This design comes from an exercise in tuning for small area and a short achievable clock period on the open sky130 flow, not from production work. Only simulation tests tie the RTL to the original design; equivalence was not proved.

## flow/design.v (module list and top-level ports; edited modules follow where they fit)
// module iir_biquad_filter: 1148 lines
// module iir_fa: 10 lines
// module iir_ha: 9 lines
// module iir_bsel: 10 lines
module iir_biquad_filter #(
  parameter int unsigned NB   = 10,
  parameter int unsigned NC   = 10,
  parameter int unsigned FRAC = 9
) (
  input  logic                 CLK,
  input  logic                 RST,
  input  logic signed [NB-1:0] DIN,
  input  logic                 VIN,
  input  logic                 COEF_WE,
  input  logic [2:0]           COEF_ADDR,
  input  logic signed [NC-1:0] COEF_DATA,
  input  logic                 COEF_COMMIT,
  input  logic                 FLUSH,
  input  logic                 BYPASS,
  input  logic                 CLR_SAT,
  output logic signed [NB-1:0] DOUT,
  output logic                 VOUT,
  output logic                 SAT
);
  // ...
==> flow/run.sh <==
#!/bin/bash
# synth_recipe.tcl (not shown) runs the flow's synth.tcl, then flattens the netlist and writes it again
# the make line also repeats each setting of config.mk as NAME=value (left out here)
make -C /OpenROAD-flow-scripts/flow DESIGN_CONFIG=/design/flow/config.mk WORK_HOME=/design/flow/orfs CLKGATE_MAP_FILE= SYNTH_SCRIPT=/design/flow/synth_recipe.tcl finish
==> flow/config.mk <==
export PLATFORM = sky130hd
export DESIGN_NAME = iir_biquad_filter
export DESIGN_NICKNAME = iir_biquad_filter
export VERILOG_FILES = /design/flow/design.v
export SDC_FILE = /design/flow/constraint.sdc
export NUM_CORES = 4
export LEC_CHECK = 0
export ABC_AREA = 1
export CAP_MARGIN = 20
export CORE_MARGIN = 2
export CORE_UTILIZATION = 40
export SETUP_SLACK_MARGIN = 4.5
export SLEW_MARGIN = 20
export SYNTH_HIERARCHICAL = 1
export SYNTH_MINIMUM_KEEP_SIZE = 0
==> flow/constraint.sdc <==
create_clock -name core_clock -period 11.0 [get_ports {CLK}]
set_input_delay 2.2000 -clock core_clock [delete_from_list [all_inputs] [get_ports {CLK}]]
set_output_delay 2.2000 -clock core_clock [all_outputs]
set_load 0.01 [all_outputs]
==> impl_metrics.ini, run 1 <==
[min_path]
whs_endpoint = dout_q[1]
hp-start = dout_q[1]
whs_path_depth = 2

[setup_path]
critPathTopFamily = adder cells
crit_fanout = 8

[floorplan]
die-area_um2 = 50400
rows = 80
dieHeight_um = 225

[layout]
area_delta_synth_final_pct = 20.7
multi_input_gates = 1506
largest_register = shd_q
post-route-util_pct = 49.1
largest_register_ffs = 50

[drt]
wl_per_cell_um = 23.2
drc = 0

[yosys]
synth_fa_ha_area_share_pct = 30.4
synth_compound_area_share_pct = 13.9
synthMuxAreaShare_pct = 0
synthXorXnorAreaFrac_pct = 12.5

[clock_tree]
hold_buffers = 0

[global_route]
use_met1_pct = 33.8
grtUsageMet3_pct = 3.20
grt_pass1_wl_mm = 98.8
grt-ovfl-total = 0

[sta]
tns_ns = 0
finalCritPeriodShare_pct = 58.8

[outcome]
status = complete, no violations

[place]
numPortBuffers = 42
==> run 2, diff against run 1 <==
==> flow/flow/run.sh (new file) <==
#!/bin/bash
# Layout flow: the standard flow (standard.sh) with two changes: the
# ports are buffered with a plain buffer cell, and timing repair only resizes
# and swaps cells and inserts buffers, but does not clone gates. Each step's full
# output goes to a log file of its own in the work folder.
set -euo pipefail
bash standard.sh synth > synth.log 2>&1
bash standard.sh "BUFFER_PORTS_ARGS=-buffer_cell sky130_fd_sc_hd__buf_2" \
  "SETUP_MOVE_SEQUENCE=unbuffer,sizeup,swap,buffer" finish > layout.log 2>&1
==> flow/standard.sh (new file) <==
#!/bin/bash
# synth_recipe.tcl (not shown) runs the flow's synth.tcl, then flattens the netlist and writes it again
# the make line also repeats each setting of config.mk as NAME=value (left out here)
make -C /OpenROAD-flow-scripts/flow DESIGN_CONFIG=/design/flow/config.mk WORK_HOME=/design/flow/orfs CLKGATE_MAP_FILE= SYNTH_SCRIPT=/design/flow/synth_recipe.tcl "${@:-finish}"
removed: flow/run.sh
==> impl_metrics.ini, run 2 <==
[layout]
multi_input_area_um2 = 13700
design_area_um2 = 22500
seqCellArea_um2 = 5080
drive_gt1_share_pct = 17.7
area_delta_synth_final_pct = 15.9
largest_register = shd_q
fillers = 4489
post-route-util_pct = 47.1
largest_register_ffs = 50
layout.nets = 2483
final_cell_mix = nand2_1, fa_1, xor2_1
biggestRegsByFlops = shd_q x50, act_e_q x45, pre_a_q x21
final_common_cell = nand2_1

[setup_path]
arrival_ns = 6.88
r2r-end = y1_q[0]
end_kind = flop
r2r_slack_ns = 4.74
crit_start = VIN
crit_end = pre_b_q[10]
reg2reg_from = act_q[3][1]
crit_type = in2reg
r2r.worst_path.cells = 26
cp.required_ns = 11.41
crit_fanout = 29
startpoint_type = primary input

[sta]
setup_violations = 0
fin_ws_ns = 4.53
min_period_ns = 6.47
fin_skew_ns = 0.0247
tns_ns = 0
max_freq_mhz = 155
finalHoldViolations = 0
grt_setup_unrepaired = true
finalCritPeriodShare_pct = 58.8
whs_ns = 0.477
slew_headroom_pct = 35.4
worstMarginPinSlew_ns = 0.970
slew_viol_final = 0

[clock_tree]
hold_buffers = 0
h-tree-depth = 1
tritoncts = built
cts_sinks = 203
clk_pin_slew_ns = 0.06
numCtsBuffers = 24
clock-root-buffer = clkbuf_16
insertion_delay_ns = 0.55
clockBufferDepth = 3

[drt]
ant_nets = 0
drc = 0
vias = 15400
wirelength_mm = 60.6
wl_per_cell_um = 21.9
drt_pass1_iterations = 5
drt_iter0_markers = 1346
viasPerCell = 5.57

[global_route]
grt_pass1_vias = 15900
grt-ovfl-total = 0
antenna_found_initial = 0
grt_pass1_wl_mm = 93.7
grt_start_max_net_pins = 81
track_usage_pct = 24.3

[yosys]
synth_top_cell_area_share_pct = 26.8
ys_ff_latch = 203
syn-cell-area_um2 = 19400
yosysTopAreaCell = fa_1
synth_edf_count = 0
synth_fp_nets = 2401
ys.warnings.count = 13
synth.avg_cell_area_um2 = 9.47
seq_area_frac_synth_pct = 26.1
yosysUniqueCellTypes = 42
async_flop_share_pct = 100
netlist_top_cells_area = fa_1, dfrtp_1, xor2_1, o22ai_1, nand2_1
synth_common_cells = nand2_1, fa_1, xor2_1
synth_most_common_cell = nand2_1
synthCells = 2053
synthFlopType = dfrtp_1

[floorplan]
die-area_um2 = 50400
rows = 80
core_um2 = 47800
die_width_um = 225
initial_utilization_pct = 40.6
pin_count = 43
dieHeight_um = 225

[place]
dp_slack_ns = 2.89
numPortBuffers = 42
place.gp.congestion = 0.962
place_hpwl_mm = 46.1
place_area_um2 = 20400

[run]
maxCapViolations = 0

[min_path]
hp-class = reg2reg

[outcome]
status = complete, no violations
-- run 2: cell counts after synthesis --
No cell type changed its count.
-- run 2: how the worst min path moves through the flow --
stage | depth (start not counted) | to | startpoint
after CTS | 2 | dout_q[3] | dout_q[3]
after detailed placement | 2 | dout_q[4] | dout_q[4]
after global routing | 2 | dout_q[4] | dout_q[4]
after floorplan | 2 | act_q[0][9] | shd_q[0][9]
after global placement | 2 | dout_q[3] | dout_q[3]
final | 2 | dout_q[3] | dout_q[3]
-- run 2: timing repair --
action | in CTS | in global routing
gates resized for setup | 76 | 121
setup buffers | 41 | 22
pin swaps | 6 | 27
setup endpoints to repair | 44 | 35
-- run 2: kinds of logic after synthesis --
family / count (synthesis) / share of synthesized area, %
AOI/OAI and AO/OA: 457 / 13.9
and+or+nand+nor: 449 / 9.98
buffers and inverters: 348 / 6.99
adders and majority gates: 317 / 30.4
xor gates and xnor gates: 278 / 12.5
DFF: 203 / 26.1
other: 1 / 0.0193
-- run 2: Yosys stat by module, one instance, submodules excluded --
module	cells	times used	flops+latches
iir_biquad_filter	1781	1	203
iir_fa	1	260	0
iir_ha	1	12	0
-- run 2: layout make-up --
class | instances | share of cell area [%]
multi-input cells | 1502 | 60.8
flip-flops and latches | 203 | 22.5
inverters | 263 | 5.18
repair buffers | 141 | 4.83
well taps | 615 | 3.41
clock buffers | 31 | 2.87
clock inverters | 7 | 0.327
diodes | 1 | 0.0111
-- run 2: metal layers --
| metal | up-vias | routed length [um] | track usage, % |
|---|---|---|---|
| li1 | 6915 | - | - |
| met1 | 7735 | 25300 | 32.1 |
| met2 | 586 | 29200 | 41.1 |
| met3 | 146 | 3490 | 2.89 |
| met4 | 0 | 2540 | 9.19 |
| met5 | - | 0 | 0 |
-- run 2: critical path: stages --
cell,delay (ns)
buf_2,0.11
clkinvlp_4,0.31
nor2_4,0.27
inv_2,0.06
nor2_4,0.18
inv_8,0.15
o22ai_4,0.24
inv_2,0.15
o22ai_1,0.24
xor2_2,0.27
fa_1,0.51
fa_1,0.41
fa_1,0.43
fa_1,0.42
fa_1,0.51
fa_1,0.40
-- run 2: per-stage QoR --
step | cells
2_1_floorplan | 2053
3_3_place_gp | 2661
3_5_place_dp | 2661
4_1_cts | 2740
5_1_grt | 2762
6_report | 2763
==> run 3, diff against run 2 <==
--- a/flow/config.mk
+++ b/flow/config.mk
@@ -10,5 +10,5 @@
 export CORE_MARGIN = 2
 export CORE_UTILIZATION = 40
-export SETUP_SLACK_MARGIN = 4.5
+export SETUP_SLACK_MARGIN = 5
 export SLEW_MARGIN = 20
 export SYNTH_HIERARCHICAL = 1
==> impl_metrics.ini, run 3 <==
[outcome]
status = complete, no violations

[yosys]
synthFlopType = dfrtp_1
yosysUniqueCellTypes = 42
syn-cell-area_um2 = 19400
seq_area_frac_synth_pct = 26.1
ys.warnings.count = 13
netlist_top_cells_area = fa_1, dfrtp_1, xor2_1, o22ai_1, nand2_1
yosysTopAreaCell = fa_1
async_flop_share_pct = 100
synth_top_cell_area_share_pct = 26.8
ys_ff_latch = 203
synth_common_cells = nand2_1, fa_1, xor2_1
synth_edf_count = 0
synthCells = 2053
synth_fp_nets = 2401
synth.avg_cell_area_um2 = 9.47
synth_most_common_cell = nand2_1

[sta]
worstMarginPinSlew_ns = 0.913
fin_skew_ns = 0.0334
max_freq_mhz = 157
setup_violations = 0
finalHoldViolations = 0
slew_viol_final = 0
grt_setup_unrepaired = true
tns_ns = 0
fin_ws_ns = 4.65
slew_headroom_pct = 39.1
finalCritPeriodShare_pct = 57.7
min_period_ns = 6.35

[floorplan]
rows = 80
die_width_um = 225
pin_count = 43
initial_utilization_pct = 40.6
dieHeight_um = 225
core_um2 = 47800
die-area_um2 = 50400

[global_route]
antenna_found_initial = 0
grt_pass1_wl_mm = 97.9
track_usage_pct = 25.4
grt_pass1_vias = 16400
grt-ovfl-total = 0
grt_start_max_net_pins = 85

[run]
maxCapViolations = 0

[layout]
layout.nets = 2517
drive_gt1_share_pct = 26.9
finalNonFillerCells = 2803
antenna_cells = 0
final_common_cell = nand2_1
largest_register = shd_q
largest_register_ffs = 50
area_delta_synth_final_pct = 23.5
final_cell_mix = nand2_1, xor2_1, dfrtp_1
biggestRegsByFlops = shd_q x50, act_e_q x45, pre_a_q x21

[setup_path]
cp_cell_sequence = buf_8, clkinvlp_4, nor2_4, inv_2, nor2_4, buf_12, inv_16, o22ai_4, inv_6, o22ai_2, xor2_2, fa_1, fa_2, fa_1, fa_2, fa_1, fa_1
end_kind = flop
path_common_cell = fa_1
arrival_ns = 6.77
startpoint_type = primary input
cp_slowest_cell = fa_1
cp.buffers_inverters = 6
crit_type = in2reg
critPathTopFamily = adder cells
cpPeakStageDelay_ns = 0.58
crit_fanout = 29
cp.required_ns = 11.42

[drt]
viasPerCell = 5.58
ant_nets = 0
drt_iter0_markers = 1212
wl_per_cell_um = 22.4
drt_pass1_iterations = 5
vias = 15600
wirelength_mm = 62.8
drc = 0

[clock_tree]
cts_sinks = 203
hold_buffers = 0
clk_pin_slew_ns = 0.06
tritoncts = built
h-tree-depth = 1
insertion_delay_ns = 0.57
clock-root-buffer = clkbuf_16
numCtsBuffers = 25
clockBufferDepth = 3

[place]
place_hpwl_mm = 47.1
placed_cells = 2657
dp_slack_ns = 2.87
numPortBuffers = 42
place.gp.congestion = 0.994

[min_path]
hp-class = reg2reg
==> run 3: what timing repair did <==
action,CTS,global route
pin swaps,91,51
resized for setup,267,83
setup buffers,90,10
setup endpoints to repair,52,43
endpoints found under the hold margin,0,0
==> run 3: worst paths after layout <==
kind / startpoint / to / slack (ns) / depth (start not counted)
hold reg to reg: dout_q[1] / dout_q[1] / 0.47 / 2
min in group asynchronous: RST / shd_q[0][2] / 1.84 / 3
hold / removal: dout_q[1] / dout_q[1] / 0.47 / 2
max in group asynchronous: RST / dout_q[2] / 7.74 / 4
setup reg to reg: y1_q[0] / y1_q[5] / 4.83 / 27
setup / recovery: VIN / pre_b_q[11] / 4.65 / 17
==> run 3: worst register-to-register path: cells and delay by family (launching register included) <==
family / cells / cell delay [ns]
adders and majority gates: 8 / 3.35
buffers and inverters: 1 / 0.36
and+or+nand+nor: 14 / 1.23
DFF: 1 / 0.48
xor gates and xnor gates: 1 / 0.18
AOI/OAI and AO/OA: 3 / 0.41
==> run 3: per-layer routing <==
layer / part of all wire [%] / global-route usage, % / vias to the layer above
met5: 0 / 0 / -
met4: 4.2 / 9.53 / 0
met3: 6.7 / 3.92 / 146
met2: 48 / 42.6 / 616
met1: 41 / 33.4 / 7907
li1: - / - / 6976
==> run 3: per-module statistics from Yosys, one instance, submodules excluded <==
| module | cell area [um^2] | times used | cells | flip-flops and latches |
|---|---|---|---|---|
| iir_biquad_filter | 14100 | 1 | 1781 | 203 |
| iir_fa | 20.0 | 260 | 1 | 0 |
| iir_ha | 12.5 | 12 | 1 | 0 |
==> run 3: area by class of cell <==
cell class                 instances  area [um^2]
fill                            4320        23800
multi-input combinational       1502        14700
sequential                       203         5080
timing repair buffer             174         1380
inverter                         263         1250
tap                              615          769
clock buffer                      33          706
clock inverter                    13          165
==> run 3: cell families (layout without fill, tap and decap cells) <==
kind of cell / count (synthesis) / count (layout) / share of synthesized area, %
flops: 203 / 203 / 26.1
compound gates: 457 / 457 / 13.9
buf+inv: 348 / 483 / 6.99
xor+xnor: 278 / 278 / 12.5
other cells: 1 / 1 / 0.0193
simple gates: 449 / 449 / 9.98
fa+ha+maj: 317 / 317 / 30.4
==> run 3: stage by stage <==
step	hold WS, ns	utilization, %	area (um^2)
global placement	0.464	43.4	20800
finish	0.468	50.2	24000
CTS	0.476	49.1	23500
global route	0.496	50.2	24000
detailed placement	0.461	43.4	20800
floorplan	0.450	-	20100
==> run 4, diff against run 3 <==
--- a/flow/config.mk
+++ b/flow/config.mk
@@ -10,5 +10,5 @@
 export CORE_MARGIN = 2
 export CORE_UTILIZATION = 40
-export SETUP_SLACK_MARGIN = 5
+export SETUP_SLACK_MARGIN = 4
 export SLEW_MARGIN = 20
 export SYNTH_HIERARCHICAL = 1
==> impl_metrics.ini, run 4 <==
[yosys]
yosysTopAreaCell = fa_1
synth.avg_cell_area_um2 = 9.47
ys.warnings.count = 13
ys_ff_latch = 203
synthFlopType = dfrtp_1
synth_top_cell_area_share_pct = 26.8
synth_edf_count = 0
async_flop_share_pct = 100
synth_most_common_cell = nand2_1
synth_fp_nets = 2401
netlist_top_cells_area = fa_1, dfrtp_1, xor2_1, o22ai_1, nand2_1
yosysUniqueCellTypes = 42
synth_common_cells = nand2_1, fa_1, xor2_1
synthCells = 2053
syn-cell-area_um2 = 19400
seq_area_frac_synth_pct = 26.1

[layout]
design_area_um2 = 21600
largest_register = shd_q
largest_register_ffs = 50
drive_gt1_share_pct = 11.8
fillers = 4595
final_cell_mix = nand2_1, fa_1, xor2_1
layout.nets = 2451
area_delta_synth_final_pct = 10.8
post-route-util_pct = 45.0
final_common_cell = nand2_1
finalNonFillerCells = 2734
biggestRegsByFlops = shd_q x50, act_e_q x45, pre_a_q x21
antenna_cells = 0

[floorplan]
die-area_um2 = 50400
dieHeight_um = 225
pin_count = 43
core_um2 = 47800
initial_utilization_pct = 40.6
rows = 80
die_width_um = 225

[drt]
drt_iter0_markers = 1462
ant_nets = 0
wl_per_cell_um = 21.9
drt_pass1_iterations = 7
drc = 0
wirelength_mm = 60.0
viasPerCell = 5.62
vias = 15400

[setup_path]
reg2reg_from = act_q[3][7]
cp.required_ns = 11.40
r2r.worst_path.cells = 27
critPathTopFamily = adder cells
end_kind = flop
crit_fanout = 37
cp.buffers_inverters = 4
arrival_ns = 7.15
cpPeakStageDelay_ns = 0.52
r2r_slack_ns = 4.38
cp_cell_sequence = buf_2, clkinvlp_4, nor2_4, nor2_2, inv_4, o22ai_1, inv_2, o22ai_1, xor2_1, fa_1, fa_1, fa_1, fa_1, fa_1, fa_1
cp_slowest_cell = fa_1
startpoint_type = primary input
r2r-end = y1_q[0]
path_common_cell = fa_1
crit_type = in2reg

[place]
numPortBuffers = 42
place_area_um2 = 20400
place.gp.congestion = 1.06
place_hpwl_mm = 46.6
dp_slack_ns = 2.95
placed_cells = 2659

[sta]
min_period_ns = 6.75
slew_viol_final = 0
setup_violations = 0
fin_ws_ns = 4.25
finalHoldViolations = 0
max_freq_mhz = 148
grt_setup_unrepaired = false
whs_ns = 0.479
tns_ns = 0
slew_headroom_pct = 34.2
finalCritPeriodShare_pct = 61.4
fin_skew_ns = 0.0138
worstMarginPinSlew_ns = 0.987

[global_route]
grt_start_max_net_pins = 174
antenna_found_initial = 0
grt-ovfl-total = 0
track_usage_pct = 24.1
grt_pass1_vias = 16000
grt_pass1_wl_mm = 93.0

[clock_tree]
h-tree-depth = 1
clock-root-buffer = clkbuf_16
tritoncts = built
clockBufferDepth = 3
numCtsBuffers = 25
cts_sinks = 203
hold_buffers = 0
insertion_delay_ns = 0.55
clk_pin_slew_ns = 0.05

[min_path]
hp-start = dout_q[3]
hp-class = reg2reg
whs_path_depth = 2
whs_endpoint = dout_q[3]

[outcome]
status = complete, no violations

[run]
maxCapViolations = 0
## run 4: kinds of logic (layout without fill, tap and decap cells)
logic type               Yosys count  in the layout  share of synthesized area [%]
AO/OA/AOI/OAI                    457            457                           13.9
XOR/XNOR                         278            278                           12.5
adder cells (fa/ha/maj)          317            317                           30.4
buffers and inverters            348            414                           6.99
flip-flops                       203            203                           26.1
other                              1              1                         0.0193
AND/OR/NAND/NOR                  449            449                           9.98
## run 4: worst max path at each step
stage | cells past startpoint | from | endpoint
after floorplan | 25 | DIN[6] | dout_q[8]
after global placement | 16 | VIN | pre_b_q[10]
after detailed placement | 16 | VIN | pre_b_q[11]
after CTS | 16 | VIN | pre_b_q[11]
after global routing | 24 | DIN[4] | y1_q[0]
final | 15 | VIN | pre_b_q[11]
## run 4: layout make-up
type / instances / area [um^2] / area share (%)
Timing Repair Buffer: 108 / 738 / 3.43
Clock buffer: 39 / 718 / 3.33
Clock inverter: 4 / 62.6 / 0.290
Inverter: 263 / 1060 / 4.90
Sequential cell: 203 / 5080 / 23.6
Tap cell: 615 / 769 / 3.57
Multi-Input combinational cell: 1502 / 13100 / 60.9
## run 4: routing by layer
layer	vias up	part of all wire [%]	track usage [%]	routed length [um]
li1	6855	-	-	-
met1	7727	41	31.3	24800
met2	618	48	40.5	28800
met3	161	6.5	3.57	3870
met4	0	4.0	9.72	2410
met5	-	0	0	0
## run 4: Yosys stat by module (local to each module, per instance)
module             flops+latches  cell area (um^2)  cells  times used
iir_ha                         0              12.5      1          12
iir_fa                         0              20.0      1         260
iir_biquad_filter            203             14100   1781           1
## run 4: what timing repair did
item                       in CTS  in global routing
pin swaps                       0                  1
hold endpoints to repair        0                  0
setup endpoints to repair      17                 35
gates resized for setup         9                 32
setup buffers                   0                 32
## run 4: tightest hold or removal path, stage by stage (launching register included)
cell	delay, ns
dfrtp_1	0.34
nand2_1	0.05
nand2_1	0.05
==> run 5, diff against run 4 <==
--- a/flow/config.mk
+++ b/flow/config.mk
@@ -10,5 +10,6 @@
 export CORE_MARGIN = 2
 export CORE_UTILIZATION = 40
-export SETUP_SLACK_MARGIN = 4
+export PLACE_DENSITY = 0.75
+export SETUP_SLACK_MARGIN = 4.5
 export SLEW_MARGIN = 20
 export SYNTH_HIERARCHICAL = 1
==> impl_metrics.ini, run 5 <==
[yosys]
yosysUniqueCellTypes = 42
async_flop_share_pct = 100
synth_top_cell_area_share_pct = 26.8
synth.avg_cell_area_um2 = 9.47
yosysTopAreaCell = fa_1
seq_area_frac_synth_pct = 26.1
synth_edf_count = 0
synth_common_cells = nand2_1, fa_1, xor2_1
synth_fp_nets = 2401
ys_ff_latch = 203
netlist_top_cells_area = fa_1, dfrtp_1, xor2_1, o22ai_1, nand2_1
synthCells = 2053
ys.warnings.count = 13
syn-cell-area_um2 = 19400
synth_most_common_cell = nand2_1
synthFlopType = dfrtp_1

[layout]
layout.nets = 2477
drive_gt1_share_pct = 19.3
largest_register_ffs = 50
final_common_cell = nand2_1
multi_input_area_um2 = 13900
biggestRegsByFlops = shd_q x50, act_e_q x45, pre_a_q x21
post-route-util_pct = 47.5
largest_register = shd_q
seqCellArea_um2 = 5090
antenna_cells = 0
area_delta_synth_final_pct = 16.7
fillers = 4347
final_cell_mix = nand2_1, xor2_1, fa_1

[setup_path]
cp_slowest_cell = fa_1
startpoint_type = primary input
cpPeakStageDelay_ns = 0.53
arrival_ns = 6.90
end_kind = flop
cp.required_ns = 11.38
crit_fanout = 18
crit_type = in2reg

[sta]
slew_viol_final = 0
fin_skew_ns = 0.0395
slew_headroom_pct = 39.0
finalHoldViolations = 0
grt_setup_unrepaired = true
whs_ns = 0.482
fin_ws_ns = 4.48
tns_ns = 0
finalCritPeriodShare_pct = 59.2
max_freq_mhz = 153
worstMarginPinSlew_ns = 0.913
min_period_ns = 6.52
setup_violations = 0

[global_route]
track_usage_pct = 24.1
grt-ovfl-total = 0
antenna_found_initial = 0
grt_pass1_vias = 16300
grt_pass1_wl_mm = 93.5
grt_start_max_net_pins = 85

[clock_tree]
numCtsBuffers = 24
tritoncts = built
clockBufferDepth = 3
h-tree-depth = 1
clock-root-buffer = clkbuf_16
clk_pin_slew_ns = 0.06
hold_buffers = 0
cts_sinks = 203
insertion_delay_ns = 0.56

[drt]
drt_pass1_iterations = 7
drt_iter0_markers = 1895
vias = 15900
wirelength_mm = 61.7
drc = 0
viasPerCell = 5.74
wl_per_cell_um = 22.3
ant_nets = 0

[floorplan]
die-area_um2 = 50400
dieHeight_um = 225
pin_count = 43
die_width_um = 225
rows = 80
initial_utilization_pct = 40.6
core_um2 = 47800

[run]
maxCapViolations = 0

[min_path]
hp-class = reg2reg

[place]
numPortBuffers = 42
place_hpwl_mm = 46.1
place.gp.congestion = 1.01
dp_slack_ns = 3.45

[outcome]
status = complete, no violations
[run 5: area by class of cell]
type                       instances  share of cell area, %
inverter                         263                   5.16
clock inverter                     8                  0.342
sequential                       203                   22.4
multi-input combinational       1502                   61.2
clock buffer                      36                   3.02
timing repair buffer             135                   4.51
tap                              615                   3.39
[run 5: modules after synthesis, one instance, submodules excluded]
module,area [um^2],flip-flops and latches,cells,times used
iir_biquad_filter,14100,203,1781,1
iir_fa,20.0,0,1,260
iir_ha,12.5,0,1,12
[run 5: worst paths after layout]
check                                 start  depth (start not counted)        endpoint  slack, ns
worst max register to register  act_q[3][7]                         28         y1_q[3]       4.62
worst min register to register    dout_q[7]                          2       dout_q[7]       0.48
worst max-delay path                 DIN[5]                         25         y1_q[3]       4.48
max in group asynchronous               RST                          3  act_e_q[2][12]       7.94
min in group asynchronous               RST                          2     act_q[0][7]       1.83
worst min-delay path              dout_q[7]                          2       dout_q[7]       0.48
[run 5: cell families (layout without fill, tap and decap cells)]
family,after synthesis,in the layout,share of synthesized area (%)
compound gates,457,457,13.9
simple gates,449,449,9.98
buf+inv,348,442,6.99
fa+ha+maj,317,317,30.4
xor+xnor,278,278,12.5
flops,203,203,26.1
other cells,1,1,0.0193
[run 5: critical path: cells and delay by family]
kind,cells,cell delay [ns]
XOR/XNOR,1,0.18
AND/OR/NAND/NOR,13,1.25
adder cells (fa/ha/maj),5,2.29
AO/OA/AOI/OAI,2,0.27
buffers and inverters,4,0.70
[run 5: what timing repair did]
action | CTS | global route
setup buffers | 27 | 29
resized for setup | 44 | 197
endpoints found under the setup margin | 39 | 35
pin swaps | 4 | 49
[run 5: through the flow]
step / cell area (um^2) / std cells
after floorplan: 19600 / 2053
after global placement: 20400 / 2662
after detailed placement: 20400 / 2662
after CTS: 21500 / 2733
after global routing: 22700 / 2762
final: 22700 / 2762
[run 5: per-layer routing]
layer  share of wire [%]  global-route usage (%)  vias up  wire length (um)
met3                 7.1                    3.46      195              4390
met4                 4.8                    9.81        0              2930
met1                  40                    30.9     7958             24500
met5                   0                       0        -                 0
met2                  48                    41.2      806             29800
li1                    -                       -     6901                 -
==> run 6, diff against run 5 <==
==> flow/flow/run.sh (replaced) <==
#!/bin/bash
# Layout flow: the standard flow (standard.sh) with two changes: the
# ports are buffered with a plain buffer cell, and timing repair only resizes
# and swaps cells (no buffer insertion or gate cloning). Each step's full
# output goes to a log file of its own in the work folder.
set -euo pipefail
bash standard.sh synth > synth.log 2>&1
bash standard.sh "BUFFER_PORTS_ARGS=-buffer_cell sky130_fd_sc_hd__buf_2" \
  "SETUP_MOVE_SEQUENCE=unbuffer,sizeup,swap" finish > layout.log 2>&1
--- a/flow/config.mk
+++ b/flow/config.mk
@@ -9,6 +9,5 @@
 export CAP_MARGIN = 20
 export CORE_MARGIN = 2
-export CORE_UTILIZATION = 40
-export PLACE_DENSITY = 0.75
+export CORE_UTILIZATION = 50
 export SETUP_SLACK_MARGIN = 4.5
 export SLEW_MARGIN = 20
==> impl_metrics.ini, run 6 <==
[floorplan]
rows = 72
initial_utilization_pct = 50.4
pin_count = 43
die_width_um = 201
dieHeight_um = 201
core_um2 = 38600
die-area_um2 = 40500

[clock_tree]
cts_sinks = 203
numCtsBuffers = 24
clk_pin_slew_ns = 0.06
tritoncts = built
clock-root-buffer = clkbuf_16
h-tree-depth = 1
clockBufferDepth = 3
insertion_delay_ns = 0.55

[sta]
max_freq_mhz = 149
tns_ns = 0
fin_ws_ns = 4.30
setup_violations = 0
whs_ns = 0.481
slew_headroom_pct = 33.5
slew_viol_final = 0
fin_skew_ns = 0.0143
finalCritPeriodShare_pct = 60.9
finalHoldViolations = 0
min_period_ns = 6.70
worstMarginPinSlew_ns = 0.997
grt_setup_unrepaired = true

[yosys]
synth.avg_cell_area_um2 = 9.47
async_flop_share_pct = 100
synth_edf_count = 0
yosysTopAreaCell = fa_1
synthFlopType = dfrtp_1
synth_most_common_cell = nand2_1
yosysUniqueCellTypes = 42
synth_fp_nets = 2401
syn-cell-area_um2 = 19400
synthCells = 2053
synth_common_cells = nand2_1, fa_1, xor2_1
ys.warnings.count = 13
seq_area_frac_synth_pct = 26.1
synth_top_cell_area_share_pct = 26.8
netlist_top_cells_area = fa_1, dfrtp_1, xor2_1, o22ai_1, nand2_1
ys_ff_latch = 203

[setup_path]
crit_type = in2reg
crit_start = VIN
reg2reg_from = act_q[3][8]
cp.required_ns = 11.41
startpoint_type = primary input
end_kind = flop
crit_fanout = 29
arrival_ns = 7.11

[min_path]
hp-start = dout_q[7]
hp-class = reg2reg

[place]
dp_slack_ns = 2.93
numPortBuffers = 42
place_area_um2 = 20300
place_hpwl_mm = 46.0
place.gp.congestion = 1.01

[layout]
multi_input_area_um2 = 13500
layout.nets = 2417
largest_register = shd_q
antenna_cells = 0
drive_gt1_share_pct = 13.8
seqCellArea_um2 = 5080
biggestRegsByFlops = shd_q x50, act_e_q x45, pre_a_q x21
final_common_cell = nand2_1
post-route-util_pct = 55.9
design_area_um2 = 21600
largest_register_ffs = 50
final_cell_mix = nand2_1, fa_1, xor2_1
fillers = 3556
area_delta_synth_final_pct = 10.9

[drt]
wirelength_mm = 58.6
drt_iter0_markers = 1133
viasPerCell = 5.80
drc = 0
ant_nets = 0
wl_per_cell_um = 22.5
drt_pass1_iterations = 5
vias = 15100

[run]
maxCapViolations = 0

[global_route]
antenna_found_initial = 0
grt_pass1_wl_mm = 91.9
grt-ovfl-total = 0
track_usage_pct = 29.6
grt_pass1_vias = 15700
grt_start_max_net_pins = 169

[outcome]
status = complete, no violations
run 6: cell counts after synthesis:
Identical to the previous run, type by type.
run 6: cells by family after synthesis:
group                    after synthesis  synth area share, %
AO/OA/AOI/OAI                        457                 13.9
XOR/XNOR                             278                 12.5
adder cells (fa/ha/maj)              317                 30.4
buffers and inverters                348                 6.99
flip-flops                           203                 26.1
other                                  1               0.0193
AND/OR/NAND/NOR                      449                 9.98
run 6: final timing paths:
kind,cells past startpoint,slack (ns),endpoint
min reg2reg,2,0.48,dout_q[7]
max in group asynchronous,3,7.80,y2_q[6]
max reg2reg,29,4.55,y1_q[0]
max,16,4.30,pre_b_q[12]
min,2,0.48,dout_q[7]
min in group asynchronous,2,1.80,act_q[0][2]
run 6: per-module statistics from Yosys, one instance, submodules excluded:
module | flops+latches | cells inside | area, um^2
iir_fa | 0 | 1 | 20.0
iir_biquad_filter | 203 | 1781 | 14100
iir_ha | 0 | 1 | 12.5
run 6: per-stage QoR:
stage | std cells
after floorplan | 2053
after global placement | 2561
after detailed placement | 2561
after CTS | 2605
after global routing | 2605
final | 2605
run 6: timing repair:
item,4_1_cts,5_1_grt
hold buffers,0,0
pin swaps,10,16
setup buffers,0,0
setup endpoints to repair,44,38
endpoints found under the hold margin,0,0
resized for setup,68,44
run 6: metal layers:
layer | part of all wire [%] | track usage [%]
met1 | 41 | 38.3
met2 | 49 | 50.1
met3 | 6.2 | 4.23
met4 | 4.2 | 12.5
met5 | 0 | 0
run 6: cell type report:
type / count / share of cell area [%]
Timing Repair Buffer: 75 / 2.28
Clock inverter: 8 / 0.464
Sequential cell: 203 / 23.6
Tap cell: 518 / 3.00
Inverter: 263 / 4.95
Clock buffer: 36 / 3.32
Multi-Input combinational cell: 1502 / 62.4
run 6: critical path, stage by stage:
cell and delay (ns):
buf_6 0.08, clkinvlp_4 0.29, nor2_4 0.24, inv_2 0.06, nor2_4 0.33, inv_8 0.19
o22ai_4 0.31, clkinvlp_4 0.35, o22ai_2 0.27, xor2_1 0.11, fa_2 0.36, fa_1 0.53
fa_2 0.44, fa_2 0.35, fa_1 0.52, fa_2 0.43
==> run 7, diff against run 6 <==
--- a/flow/config.mk
+++ b/flow/config.mk
@@ -9,5 +9,6 @@
 export CAP_MARGIN = 20
 export CORE_MARGIN = 2
-export CORE_UTILIZATION = 50
+export CORE_UTILIZATION = 40
+export PLACE_DENSITY = 0.85
 export SETUP_SLACK_MARGIN = 4.5
 export SLEW_MARGIN = 20
==> impl_metrics.ini, run 7 <==
[clock_tree]
tritoncts = built
cts_sinks = 203
numCtsBuffers = 23
postCtsSetupRepairBufs = 0
clock-root-buffer = clkbuf_16
insertion_delay_ns = 0.53
h-tree-depth = 1
hold_buffers = 0
clk_pin_slew_ns = 0.06
clockBufferDepth = 3

[yosys]
seq_area_frac_synth_pct = 26.1
synth_most_common_cell = nand2_1
synth.avg_cell_area_um2 = 9.47
synthFlopType = dfrtp_1
yosysUniqueCellTypes = 42
netlist_top_cells_area = fa_1, dfrtp_1, xor2_1, o22ai_1, nand2_1
yosysTopAreaCell = fa_1
ys.warnings.count = 13
synthCells = 2053
ys_ff_latch = 203
async_flop_share_pct = 100
syn-cell-area_um2 = 19400
synth_common_cells = nand2_1, fa_1, xor2_1
synth_edf_count = 0
synth_fp_nets = 2401
synth_top_cell_area_share_pct = 26.8

[layout]
layout.nets = 2416
drive_gt1_share_pct = 18.5
final_cell_mix = nand2_1, xor2_1, fa_1
antenna_cells = 0
design_area_um2 = 22500
fillers = 4203
final_common_cell = nand2_1
largest_register = shd_q
largest_register_ffs = 50
area_delta_synth_final_pct = 15.7
biggestRegsByFlops = shd_q x50, act_e_q x45, pre_a_q x21
post-route-util_pct = 47.0

[setup_path]
cp_slowest_cell = fa_1
critPathTopFamily = adder cells
cp.buffers_inverters = 2
r2r.worst_path.cells = 27
arrival_ns = 7.21
end_kind = flop
path_common_cell = nand2_8
cp.required_ns = 11.45
startpoint_type = primary input
crit_fanout = 18
cpPeakStageDelay_ns = 0.50
cp_cell_sequence = buf_6, clkinvlp_4, o22ai_4, xor2_2, fa_2, fa_2, fa_1, fa_2, ha_4, ha_4, nand2_4, nor2_4, nand2_2, nor2_2, nand2_2, nand4_1, nand2_8, nand3_4, nand2_8, nand2_8, nand2_8, nand2_1, nand2_1, o21ai_1
cp.depth = 24
crit_type = in2reg
r2r_slack_ns = 4.38

[drt]
viasPerCell = 5.82
vias = 15700
drt_pass1_iterations = 6
wl_per_cell_um = 21.9
drc = 0
ant_nets = 0
wirelength_mm = 59.2
drt_iter0_markers = 1717

[sta]
slew_viol_final = 0
max_freq_mhz = 148
finalHoldViolations = 0
min_period_ns = 6.76
slew_headroom_pct = 38.1
worstMarginPinSlew_ns = 0.929
tns_ns = 0
whs_ns = 0.477
setup_violations = 0
fin_skew_ns = 0.0147
finalCritPeriodShare_pct = 61.5
grt_setup_unrepaired = true

[floorplan]
die_width_um = 225
initial_utilization_pct = 40.6
pin_count = 43
die-area_um2 = 50400
core_um2 = 47800
dieHeight_um = 225
rows = 80

[global_route]
grt-ovfl-total = 0
track_usage_pct = 23.1
grt_pass1_vias = 16000
grt_pass1_wl_mm = 90.4
antenna_found_initial = 0
grt_start_max_net_pins = 92

[min_path]
hp-class = reg2reg
whs_path_depth = 2

[place]
place.gp.congestion = 0.988
place_area_um2 = 20400
place_hpwl_mm = 43.6
numPortBuffers = 42

[run]
maxCapViolations = 0

[outcome]
status = complete, no violations
## run 7: worst min-delay path: cells and delay by family (launching register included)
family	cells	cell delay [ns]
flops	1	0.34
simple gates	2	0.10
## run 7: final cells by class
cell class / count / area [um^2] / share of cell area [%]
clock inverter: 12 / 131 / 0.584
tap: 615 / 769 / 3.42
multi-input combinational: 1502 / 14300 / 63.4
clock buffer: 28 / 604 / 2.68
inverter: 263 / 1160 / 5.14
sequential: 203 / 5080 / 22.6
timing repair buffer: 75 / 493 / 2.19
## run 7: final timing paths
check | startpoint | end
max | DIN[7] | y1_q[0]
min | dout_q[5] | dout_q[5]
max reg2reg | act_q[3][3] | y1_q[0]
min reg2reg | dout_q[5] | dout_q[5]
max in group asynchronous | RST | act_e_q[2][6]
min in group asynchronous | RST | act_q[0][9]
## run 7: kinds of logic (layout without fill, tap and decap cells)
logic type	Yosys count	after routing	synth area share [%]
flip-flops	203	203	26.1
XOR/XNOR	278	278	12.5
buffers and inverters	348	378	6.99
AO/OA/AOI/OAI	457	457	13.9
other	1	1	0.0193
AND/OR/NAND/NOR	449	449	9.98
adder cells (fa/ha/maj)	317	317	30.4
## run 7: layer usage
layer	up-vias	global-route usage, %	wire length, um
met1	7754	29.1	22700
met4	0	9.66	2990
met2	956	38.9	28200
met3	209	4.47	5340
li1	6775	-	-
met5	-	0	0
## run 7: timing repair
item,in CTS,in global routing
endpoints found under the setup margin,41,35
resized for setup,146,148
pin swaps,35,36
## run 7: Yosys stat by module, one instance, submodules excluded
module,cells,copies in the design,area [um^2]
iir_ha,1,12,12.5
iir_biquad_filter,1781,1,14100
iir_fa,1,260,20.0
## run 7: per-stage QoR
step | cells | setup slack, ns
5_1_grt | 2698 | 4.09
3_5_place_dp | 2658 | 3.28
4_1_cts | 2698 | 4.47
3_3_place_gp | 2658 | 3.29
2_1_floorplan | 2053 | 4.50
6_report | 2698 | 4.24
==> run 8, diff against run 7 <==
--- a/flow/config.mk
+++ b/flow/config.mk
@@ -10,5 +10,5 @@
 export CORE_MARGIN = 2
 export CORE_UTILIZATION = 40
-export PLACE_DENSITY = 0.85
+export PLACE_DENSITY = 0.75
 export SETUP_SLACK_MARGIN = 4.5
 export SLEW_MARGIN = 20
==> impl_metrics.ini, run 8 <==
[sta]
finalCritPeriodShare_pct = 59.7
finalHoldViolations = 0
whs_ns = 0.482
slew_viol_final = 0
min_period_ns = 6.57
setup_violations = 0
tns_ns = 0
slew_headroom_pct = 39.6
max_freq_mhz = 152
worstMarginPinSlew_ns = 0.905
fin_skew_ns = 0.0346
grt_setup_unrepaired = true

[layout]
biggestRegsByFlops = shd_q x50, act_e_q x45, pre_a_q x21
multi_input_area_um2 = 13600
drive_gt1_share_pct = 14.8
largest_register = shd_q
fillers = 4457
final_cell_mix = nand2_1, fa_1, xor2_1
design_area_um2 = 21800
area_delta_synth_final_pct = 11.9
post-route-util_pct = 45.5
layout.nets = 2421
final_common_cell = nand2_1
antenna_cells = 0
largest_register_ffs = 50
finalNonFillerCells = 2706
seqCellArea_um2 = 5080

[global_route]
antenna_found_initial = 0
grt-ovfl-total = 0
grt_pass1_wl_mm = 92.8
track_usage_pct = 23.9
grt_start_max_net_pins = 85
grt_pass1_vias = 16300

[floorplan]
pin_count = 43
die_width_um = 225
rows = 80
core_um2 = 47800
die-area_um2 = 50400
dieHeight_um = 225
initial_utilization_pct = 40.6

[outcome]
status = complete, no violations

[yosys]
syn-cell-area_um2 = 19400
synth_top_cell_area_share_pct = 26.8
synth_edf_count = 0
seq_area_frac_synth_pct = 26.1
synth_most_common_cell = nand2_1
synth_common_cells = nand2_1, fa_1, xor2_1
netlist_top_cells_area = fa_1, dfrtp_1, xor2_1, o22ai_1, nand2_1
synthCells = 2053
yosysUniqueCellTypes = 42
ys.warnings.count = 13
synth_fp_nets = 2401
synth.avg_cell_area_um2 = 9.47
synthFlopType = dfrtp_1
yosysTopAreaCell = fa_1
async_flop_share_pct = 100
ys_ff_latch = 203

[drt]
drt_pass1_iterations = 6
drc = 0
ant_nets = 0
wirelength_mm = 59.3
wl_per_cell_um = 21.9
drt_iter0_markers = 1550
vias = 15400
viasPerCell = 5.71

[clock_tree]
hold_buffers = 0
tritoncts = built
h-tree-depth = 1
cts_sinks = 203
clk_pin_slew_ns = 0.06
numCtsBuffers = 24
clock-root-buffer = clkbuf_16
insertion_delay_ns = 0.56
postCtsSetupRepairBufs = 0
clockBufferDepth = 3

[place]
place_hpwl_mm = 46.1
placed_cells = 2662
place.gp.congestion = 1.01
place_area_um2 = 20400
numPortBuffers = 42

[setup_path]
reg2reg_from = act_q[3][7]
r2r.worst_path.cells = 28
critPathTopFamily = adder cells
r2r-end = y1_q[1]
crit_start = VIN
crit_type = in2reg
arrival_ns = 6.97
crit_end = pre_b_q[10]
cp.buffers_inverters = 6
cp_slowest_cell = fa_2
crit_fanout = 29
cp.depth = 17
r2r_slack_ns = 4.55
end_kind = flop
startpoint_type = primary input
cp_cell_sequence = buf_8, clkinvlp_4, nor2_4, inv_2, nor2_4, inv_8, o22ai_4, buf_6, clkinvlp_4, o22ai_2, xor2_2, fa_2, fa_1, fa_2, fa_2, fa_1, fa_1
cp.required_ns = 11.41
cpPeakStageDelay_ns = 0.50

[run]
maxCapViolations = 0

[min_path]
hp-class = reg2reg
run 8: how the worst min path moves through the flow:
stage / from / to / slack (ns) / depth (start not counted)
finish: dout_q[7] / dout_q[7] / 0.48 / 2
global route: shd_q[0][4] / shd_q[0][4] / 0.50 / 2
CTS: dout_q[7] / dout_q[7] / 0.48 / 2
detailed placement: dout_q[7] / dout_q[7] / 0.47 / 2
global placement: shd_q[0][6] / shd_q[0][6] / 0.47 / 2
floorplan: shd_q[0][9] / act_q[0][9] / 0.45 / 2
run 8: kinds of logic (layout without fill, tap and decap cells):
group | Yosys count | in the layout | share of synthesized area (%)
adder cells (fa/ha/maj) | 317 | 317 | 30.4
other | 1 | 1 | 0.0193
XOR/XNOR | 278 | 278 | 12.5
AO/OA/AOI/OAI | 457 | 457 | 13.9
buffers and inverters | 348 | 386 | 6.99
flip-flops | 203 | 203 | 26.1
AND/OR/NAND/NOR | 449 | 449 | 9.98
run 8: worst min-delay path: stages, from the launching register on:
cell and delay, ns:
dfrtp_1 0.34, nand2_1 0.05, nand2_1 0.05
run 8: per-stage QoR:
stage	setup slack (ns)
after CTS	4.48
final	4.43
after global placement	3.56
after detailed placement	3.45
after floorplan	4.50
after global routing	4.24
run 8: cell type report:
class                      instances  share of cell area [%]
sequential                       203                    23.3
inverter                         263                    4.93
tap                              615                    3.53
clock inverter                     8                   0.356
timing repair buffer              79                    2.37
multi-input combinational       1502                    62.3
clock buffer                      36                    3.15
run 8: per-layer routing:
layer / wire length (um) / track usage, % / vias up
li1: - / - / 6778
met1: 23800 / 30.8 / 7763
met2: 28300 / 40.2 / 717
met3: 4230 / 3.32 / 180
met4: 2900 / 10.5 / 0
met5: 0 / 0 / -
run 8: per-module statistics from Yosys (local to each module, per instance):
module / flops+latches / times used
iir_fa: 0 / 260
iir_biquad_filter: 203 / 1
iir_ha: 0 / 12
run 8: timing repair:
action / in CTS / in global routing
resized for setup: 97 / 41
endpoints found under the hold margin: 0 / 0
pin swaps: 23 / 13
setup endpoints to repair: 39 / 37

## re-timing with driven ports
The flow's constraints put no driver on any port. The routed layouts listed below were extracted and timed again, unchanged, in two steps.
Step 1 assumes that a clkbuf_16 drives the clock port and a buf_2 every other input.
Step 2 adds t to the input delays and takes it off the output delays; t is the mean of the earliest and latest rising clock arrival at the registers after step 1. Input paths then give back, and output paths get back, about the clock's delay inside the block.
Three values: ideal, step 1, step 2; two values: the first two.
run | t, ns | setup slack, ns | hold slack, ns
run 1 | 0.606 | 4.528 / 4.558 / 3.952 | 0.479 / 0.479 / 0.479
run 2 | 0.595 | 4.532 / 4.563 / 3.969 | 0.477 / 0.477 / 0.477
run 3 | 0.604 | 4.651 / 4.649 / 4.045 | 0.468 / 0.468 / 0.468
run 4 | 0.585 | 4.249 / 4.274 / 3.689 | 0.479 / 0.479 / 0.479
run 5 | 0.593 | 4.484 / 4.503 / 3.910 | 0.482 / 0.482 / 0.482
run 6 | 0.589 | 4.300 / 4.313 / 3.724 | 0.481 / 0.481 / 0.481
run 7 | 0.577 | 4.238 / 4.249 / 3.671 | 0.477 / 0.477 / 0.477
run 8 | 0.593 | 4.435 / 4.437 / 3.844 | 0.482 / 0.482 / 0.482
After both steps setup and hold are still met in every run listed. The setup slack of run 3, which loses most, moves by -0.002 ns with the drivers and by -0.606 ns with both steps.
